This design comes from an exercise in tuning for small area, a short achievable clock period and few clock cycles on the open sky130 flow, not from production work. At most, simulation tests tie the RTL to the original design; equivalence was not proved. Power is estimated from default activity; no workload was simulated.

==> flow/design.v (excerpt) <==
module ping_ram_dot_engine
#(
  parameter int unsigned ACC_W = 40,
  parameter int unsigned LEN_W = 16
) (
  input  logic                         clk,
  input  logic                         reset,
  input  logic [31:0]                  input_addr,
  input  logic [31:0]                  weight_addr,
  input  logic [31:0]                  output_addr,
  input  logic [31:0]                  data_type,
  output logic [31:0]                  finish_signal,
  output logic [26:0]                  avm_address,
  output logic                         avm_read,
  output logic                         avm_write,
  output logic [31:0]                  avm_writedata,
  output logic [3:0]                   avm_byteenable,
  output logic                         avm_burstcount,
  input  logic [31:0]                  avm_readdata,
  input  logic                         avm_readdatavalid,
  input  logic                         avm_waitrequest
);
  ...
export LEC_CHECK = 0
export ABC_AREA = 1
export CAP_MARGIN = 20
export CORE_MARGIN = 2
export CORE_UTILIZATION = 40
export PLACE_DENSITY = 0.6
export SLEW_MARGIN = 20
create_clock -name core_clock -period 12.0 [get_ports {clk}]
standard.sh (not shown) runs the stock make flow with config.mk's settings and CLKGATE_MAP_FILE= SYNTH_SCRIPT=/design/flow/synth_recipe.tcl, a recipe that flattens the netlist after the stock synthesis.
==> flow/flow/run.sh <==
#!/bin/bash
set -euo pipefail
bash standard.sh SETUP_SLACK_MARGIN=9 finish > make.log 2>&1
The baseline finished but fails on max-capacitance violations, max-slew violations.
Then changed:
--- a/flow/design.v
+++ b/flow/design.v
@@ -5,25 +5,26 @@
   localparam int unsigned BUSY_B = 30;
   localparam int unsigned ERR_B  = 29;
   localparam int unsigned WORD_BYTES = 4;
 endpackage
 module dot_lane_sum
 (
   input  logic          en_i,
   input  logic          fmt16_i,
+  input  logic          fmt8_i,        
   input  logic [15:0]   x_i,
   input  logic [15:0]   y_i,
   input  logic [39:0]   s_i,
   input  logic [39:0]   c_i,
   output logic [39:0]   s_o,
   output logic [39:0]   c_o
 );
   logic [15:0] op_lo, op_hi;    
-  assign op_lo = fmt16_i ? x_i : {x_i[7:0], 8'd0};
+  assign op_lo = fmt8_i ? {x_i[7:0], 8'd0} : x_i;
   assign op_hi = fmt16_i ? x_i : {{8{x_i[15]}}, x_i[15:8]};
   logic one0;
   logic two0;
   logic neg0;
   logic r0_0;
   logic r0_1;
   logic r0_2;
   logic r0_3;
@@ -1211,16 +1212,17 @@
   input  logic                         avm_readdatavalid,
   input  logic                         avm_waitrequest
 );
   localparam logic [2:0] RD_MAX = 3'd4;
   logic               go_q;
   logic               busy_q, done_q, err_q;
   logic [LEN_W-1:0]   len_q;
   logic               fmt16_q;
+  logic               fmt8_q;        
   logic               rd_q, wr_q;
   logic [24:0]        cur_q;         
   logic [24:0]        oth_q;         
   logic [24:0]        out_q;         
   logic [LEN_W-1:0]   rem_q;         
   logic               rph_q;         
   logic [2:0]         ocnt_q;        
   logic               dph_q;         
@@ -1281,16 +1283,17 @@
           done_q <= 1'b1;
         end
       end
     end
   end
   always_ff @(posedge clk) begin
     if (~busy_q) begin
       fmt16_q <= data_type[24];
+      fmt8_q  <= ~data_type[24];
       cur_q   <= input_addr[26:2];
       oth_q   <= weight_addr[26:2];
       out_q   <= output_addr[26:2];
       rem_q   <= data_type[LEN_W-1:0];
       rph_q   <= 1'b0;
     end else if (rd_acc) begin
       cur_q <= oth_q;
       oth_q <= cur_q + 25'd1;
@@ -1309,16 +1312,17 @@
       in_q <= result;
     end
     if (avm_readdatavalid & dph_q) w_q <= {in_q[15:0], avm_readdata[15:0]};
     else if (mac_a_q)              w_q <= in_q;
   end
   dot_lane_sum u_lane_sum (
     .en_i    (mac_a_q | mac_b_q),
     .fmt16_i (fmt16_q),
+    .fmt8_i  (fmt8_q),
     .x_i     (w_q[31:16]),
     .y_i     (w_q[15:0]),
     .s_i     (acc_s_q),
     .c_i     (acc_c_q),
     .s_o     (mac_s),
     .c_o     (mac_c)
   );
   always_ff @(posedge clk) begin
@@ -1326,17 +1330,17 @@
       acc_s_q <= '0;
       acc_c_q <= '0;
     end else begin
       acc_s_q <= mac_s;
       acc_c_q <= mac_c;
     end
   end
   assign acc_sum = acc_s_q + acc_c_q;
-  assign result  = fmt16_q ? acc_sum[31:0] : acc_sum[39:8];
+  assign result  = fmt8_q ? acc_sum[39:8] : acc_sum[31:0];
   assign avm_address    = {cur_q, 2'b00};
   assign avm_read       = rd_q;
   assign avm_write      = wr_q;
   assign avm_writedata  = in_q;
   assign avm_byteenable = 4'hF;
   assign avm_burstcount = 1'b1;
   always_comb begin
     finish_signal                                 = '0;
The new run completed with no timing, DRC or antenna violations.
Routed wire length rises by about 3.7%.
Worst setup slack gets better by 0.088 ns.
Maximum frequency rises by 2.2%.
Design area is about the same.
Final cell count rises by about 2.3%.
Sequential cell count rises by 1.
Synthesized cell count rises by about 3.3%.
Power falls by about 2.7%.
Function was not checked in any run of this note: the RTL went through the layout flow alone.

========
Setup of build 36:
Another version of the RTL of ping_ram_dot_engine (not shown whole).
Size in the first run: about 2600 cells after synthesis, about 260 I/O pins, about 0.021 mm² of cells after synthesis.
==> module ping_ram_dot_engine, before the edit <==
module ping_ram_dot_engine
#(
  parameter int unsigned ACC_W = 40,
  parameter int unsigned LEN_W = 16
) (
  input  logic                         clk,
  input  logic                         reset,
  input  logic [31:0]                  input_addr,
  input  logic [31:0]                  weight_addr,
  input  logic [31:0]                  output_addr,
  input  logic [31:0]                  data_type,
  output logic [31:0]                  finish_signal,
  output logic [26:0]                  avm_address,
  output logic                         avm_read,
  output logic                         avm_write,
  output logic [31:0]                  avm_writedata,
  output logic [3:0]                   avm_byteenable,
  output logic                         avm_burstcount,
  input  logic [31:0]                  avm_readdata,
  input  logic                         avm_readdatavalid,
  input  logic                         avm_waitrequest
);
  localparam logic [2:0] RD_MAX = 3'd4;
  logic               go_q;
  logic               busy_q, done_q, err_q;
  logic [LEN_W-1:0]   len_q;
  logic               fmt16_q;
  logic               rd_q, wr_q;
  logic [24:0]        cur_q;         
  logic [24:0]        oth_q;         
  logic [24:0]        out_q;         
  logic [LEN_W-1:0]   rem_q;         
  logic               rph_q;         
  logic [2:0]         ocnt_q;        
  logic               dph_q;         
  logic [31:0]        in_q;          
  logic [15:0]        op_lo_q, op_hi_q;  
  logic [15:0]        x_src;
  logic [7:0]         one_q, two_q, neg_q;   
  logic               dig_ld;
  logic [15:0]        dig_src;
  logic [7:0]         one_d, two_d, neg_d;
  logic               mac_a_q, mac_b_q;
  logic [39:0]        acc_s_q, acc_c_q;  
  logic               go, start_bad;
  logic               rd_acc, wr_acc, last_rd, more_rd, rd_room, wr_set;
  logic [2:0]         ocnt_d;
  logic [39:0]        mac_s, mac_c, acc_sum;
  logic [31:0]        result;
  assign go        = data_type[31] & ~go_q;
  assign start_bad = data_type[25] | (|input_addr[1:0]) | (|weight_addr[1:0]) |
                     (|output_addr[1:0]);
  assign rd_acc  = rd_q & ~avm_waitrequest;
  assign wr_acc  = wr_q & ~avm_waitrequest;
  assign last_rd = rph_q & (rem_q == LEN_W'(1));
  assign more_rd = (rem_q != '0) & ~(rd_acc & last_rd);
  assign ocnt_d  = ocnt_q + {2'b0, rd_acc} - {2'b0, avm_readdatavalid};
  assign rd_room = avm_readdatavalid ? (~rd_acc | (ocnt_q < RD_MAX)) :
                                       (rd_acc ? (ocnt_q < RD_MAX - 3'd1) : (ocnt_q < RD_MAX));
  assign wr_set  = busy_q & ~rd_q & ~wr_q & (rem_q == '0) & (ocnt_q == '0) & ~mac_a_q &
                   ~mac_b_q;
  always_ff @(posedge clk) begin
    if (reset) begin
      go_q    <= 1'b0;
      busy_q  <= 1'b0;
      done_q  <= 1'b0;
      err_q   <= 1'b0;
      len_q   <= '0;
      rd_q    <= 1'b0;
      wr_q    <= 1'b0;
      ocnt_q  <= '0;
      dph_q   <= 1'b0;
      mac_a_q <= 1'b0;
      mac_b_q <= 1'b0;
    end else begin
      go_q    <= data_type[31];
      ocnt_q  <= ocnt_d;
      mac_a_q <= avm_readdatavalid & dph_q;
      mac_b_q <= mac_a_q;
      if (avm_readdatavalid) dph_q <= ~dph_q;
      if (go) begin
        busy_q <= ~start_bad;
        done_q <= start_bad;
        err_q  <= start_bad;
        len_q  <= start_bad ? '0 : data_type[LEN_W-1:0];
        rd_q   <= ~start_bad & (data_type[LEN_W-1:0] != '0);
        wr_q   <= 1'b0;
      end else begin
        if (rd_q & avm_waitrequest) rd_q <= 1'b1;
        else                        rd_q <= busy_q & more_rd & rd_room;
        if (wr_set) wr_q <= 1'b1;
        else if (wr_acc) begin
          wr_q   <= 1'b0;
          busy_q <= 1'b0;
          done_q <= 1'b1;
        end
      end
    end
  end
  always_ff @(posedge clk) begin
    if (~busy_q) begin
      fmt16_q <= data_type[24];
      cur_q   <= input_addr[26:2];
      oth_q   <= weight_addr[26:2];
      out_q   <= output_addr[26:2];
      rem_q   <= data_type[LEN_W-1:0];
      rph_q   <= 1'b0;
    end else if (rd_acc) begin
      cur_q <= oth_q;
      oth_q <= cur_q + 25'd1;
      rph_q <= ~rph_q;
      if (rph_q) rem_q <= rem_q - LEN_W'(1);
    end else if (wr_set) begin
      cur_q <= out_q;
    end
  end
  always_ff @(posedge clk) begin
    if (avm_readdatavalid & ~dph_q) begin
      in_q <= avm_readdata;
    end else if (avm_readdatavalid & dph_q) begin
      in_q[15:0] <= avm_readdata[31:16];
    end else if (wr_set) begin
      in_q <= result;
    end
    if ((avm_readdatavalid & dph_q) | mac_a_q) begin
      op_lo_q <= fmt16_q ? x_src : {x_src[7:0], 8'd0};
      op_hi_q <= fmt16_q ? x_src : {{8{x_src[15]}}, x_src[15:8]};
    end
  end
  assign x_src = mac_a_q ? in_q[31:16] : in_q[15:0];
  assign dig_ld  = ~reset & ((avm_readdatavalid & dph_q) | mac_a_q);
  assign dig_src = (avm_readdatavalid & dph_q) ? avm_readdata[15:0] : in_q[15:0];
  always_comb begin
    for (int k = 0; k < 8; k++) begin
      logic b2, b1, b0;
      b2 = dig_src[2*k+1];
      b1 = dig_src[2*k];
      if (k == 0)      b0 = 1'b0;
      else if (k == 4) b0 = dig_src[7] & fmt16_q;
      else             b0 = dig_src[2*k-1];
      one_d[k] = dig_ld & (b1 ^ b0);
      two_d[k] = dig_ld & ((b2 & ~b1 & ~b0) | (~b2 & b1 & b0));
      neg_d[k] = dig_ld & b2;
    end
  end
  always_ff @(posedge clk) begin
    one_q <= one_d;
    two_q <= two_d;
    neg_q <= neg_d;
  end
  dot_lane_sum u_lane_sum (
    .op_lo_i (op_lo_q),
    .op_hi_i (op_hi_q),
    .one_i   (one_q),
    .two_i   (two_q),
    .neg_i   (neg_q),
    .s_i     (acc_s_q),
    .c_i     (acc_c_q),
    .s_o     (mac_s),
    .c_o     (mac_c)
  );
  always_ff @(posedge clk) begin
    if (reset | wr_set) begin
      acc_s_q <= '0;
      acc_c_q <= '0;
    end else begin
      acc_s_q <= mac_s;
      acc_c_q <= mac_c;
    end
  end
  assign acc_sum = acc_s_q + acc_c_q;
  assign result  = fmt16_q ? acc_sum[31:0] : acc_sum[39:8];
  assign avm_address    = {cur_q, 2'b00};
  assign avm_read       = rd_q;
  assign avm_write      = wr_q;
  assign avm_writedata  = in_q;
  assign avm_byteenable = 4'hF;
  assign avm_burstcount = 1'b1;
  always_comb begin
    finish_signal                                 = '0;
    finish_signal[ping_ram_dot_pkg::DONE_B]       = done_q;
    finish_signal[ping_ram_dot_pkg::BUSY_B]       = busy_q;
    finish_signal[ping_ram_dot_pkg::ERR_B]        = err_q;
    finish_signal[LEN_W-1:0]                      = len_q;
  end
endmodule
Settings: LEC_CHECK=0, ABC_AREA=1, CAP_MARGIN=20, CORE_MARGIN=2, CORE_UTILIZATION=40, PLACE_DENSITY=0.6, SLEW_MARGIN=20, TNS_END_PERCENT=0; clock period 12.0 ns.
==> flow/flow/run.sh <==
#!/bin/bash
set -euo pipefail
bash standard.sh SETUP_SLACK_MARGIN=9 "BUFFER_PORTS_ARGS=-buffer_cell sky130_fd_sc_hd__buf_2" finish > make.log 2>&1
Inputs modified between build 36 and build 9:
--- a/flow/design.v
+++ b/flow/design.v
@@ -1559,28 +1559,19 @@
   always_ff @(posedge clk) begin
     if (~busy_q) begin
       fmt16_q <= data_type[24];
-      cur_q   <= input_addr[26:2];
-      oth_q   <= weight_addr[26:2];
       out_q   <= output_addr[26:2];
-      rem_q   <= data_type[LEN_W-1:0];
-      rph_q   <= 1'b0;
-    end else if (rd_acc) begin
-      cur_q <= oth_q;
-      oth_q <= cur_q + 25'd1;
-      rph_q <= ~rph_q;
-      if (rph_q) rem_q <= rem_q - LEN_W'(1);
-    end else if (wr_set) begin
-      cur_q <= out_q;
     end
+    if (~busy_q | rd_acc | wr_set) cur_q <= ~busy_q ? input_addr[26:2] : (rd_q ? oth_q : out_q);
+    if (~busy_q | rd_acc)          oth_q <= ~busy_q ? weight_addr[26:2] : cur_q + 25'd1;
+    if (~busy_q | rd_acc)          rph_q <= busy_q & ~rph_q;
+    if (~busy_q | (rd_acc & rph_q)) rem_q <= ~busy_q ? data_type[LEN_W-1:0] : rem_q - LEN_W'(1);
   end
   always_ff @(posedge clk) begin
-    if (avm_readdatavalid & ~dph_q) begin
-      in_q <= avm_readdata;
-    end else if (avm_readdatavalid & dph_q) begin
-      in_q[15:0] <= avm_readdata[31:16];
-    end else if (wr_set) begin
-      in_q <= result;
-    end
+    if ((avm_readdatavalid & ~dph_q) | wr_set)
+      in_q[31:16] <= wr_set ? result[31:16] : avm_readdata[31:16];
+    if (avm_readdatavalid | wr_set)
+      in_q[15:0]  <= wr_set ? result[15:0] :
+                     (dph_q ? avm_readdata[31:16] : avm_readdata[15:0]);
     if ((avm_readdatavalid & dph_q) | mac_a_q) begin
       op_lo_q <= fmt16_q ? x_src : {x_src[7:0], 8'd0};
       op_hi_q <= fmt16_q ? x_src : {{8{x_src[15]}}, x_src[15:8]};
@@ -1588,7 +1579,7 @@
   end
   assign x_src = mac_a_q ? in_q[31:16] : in_q[15:0];
   assign dig_ld  = ~reset & ((avm_readdatavalid & dph_q) | mac_a_q);
-  assign dig_src = (avm_readdatavalid & dph_q) ? avm_readdata[15:0] : in_q[15:0];
+  assign dig_src = mac_a_q ? in_q[15:0] : avm_readdata[15:0];
   always_comb begin
     for (int k = 0; k < 8; k++) begin
       logic b2, b1, b0;
==> results.txt <==
Compare build 36 and build 9 | total cell area at the placement stage lower: build 36
Timing startpoint of the critical path = in_q[15]: build 9; timing startpoint of the critical path = cur_q[14]: build 36
Between build 9 and build 36, it is build 9 whose wire length reported by the detailed router is higher, by 2700 µm.
From build 36 to build 9 the numbers moved as follows: fmax fell by 0.32%; weighted congestion reported at the end of routability-driven placement went down 0.025; setup slack lower.
Testbench counts of build 9, summed over its fixed seeds: cycles 47,048.
No functional check of the RTL was part of build 36.

[afterwards: timing with drivers on the ports]
In the flow no input, the clock included, has a driving cell. The finished layouts below were timed again as built, in two steps.
Step 1: set_driving_cell puts a clkbuf_16 on clk and a buf_2 on each other input, an assumption about the parent block.
Step 2 moves the port delays by t, midway between the first and last clock arrival at a register: inputs arrive t later, outputs are due t later. That takes back most of the time a late clock gives input paths.
a / b / c = ideal ports / drivers / drivers and shift; a / b = the first two.
run	t, ns	setup WS [ns]	worst setup path after step 2
the first run of note 1	0.633	7.880 / 7.880 / 7.880	register to register
the second run of note 1	0.627	7.969 / 7.969 / 7.969	register to register
build 36	0.619	8.295 / 8.231 / 7.773	input to register
build 9	0.625	8.283 / 8.226 / 7.854	input to register
For build 36, which loses most, drivers alone change the setup slack by -0.064 ns; drivers and shift together by -0.522 ns.
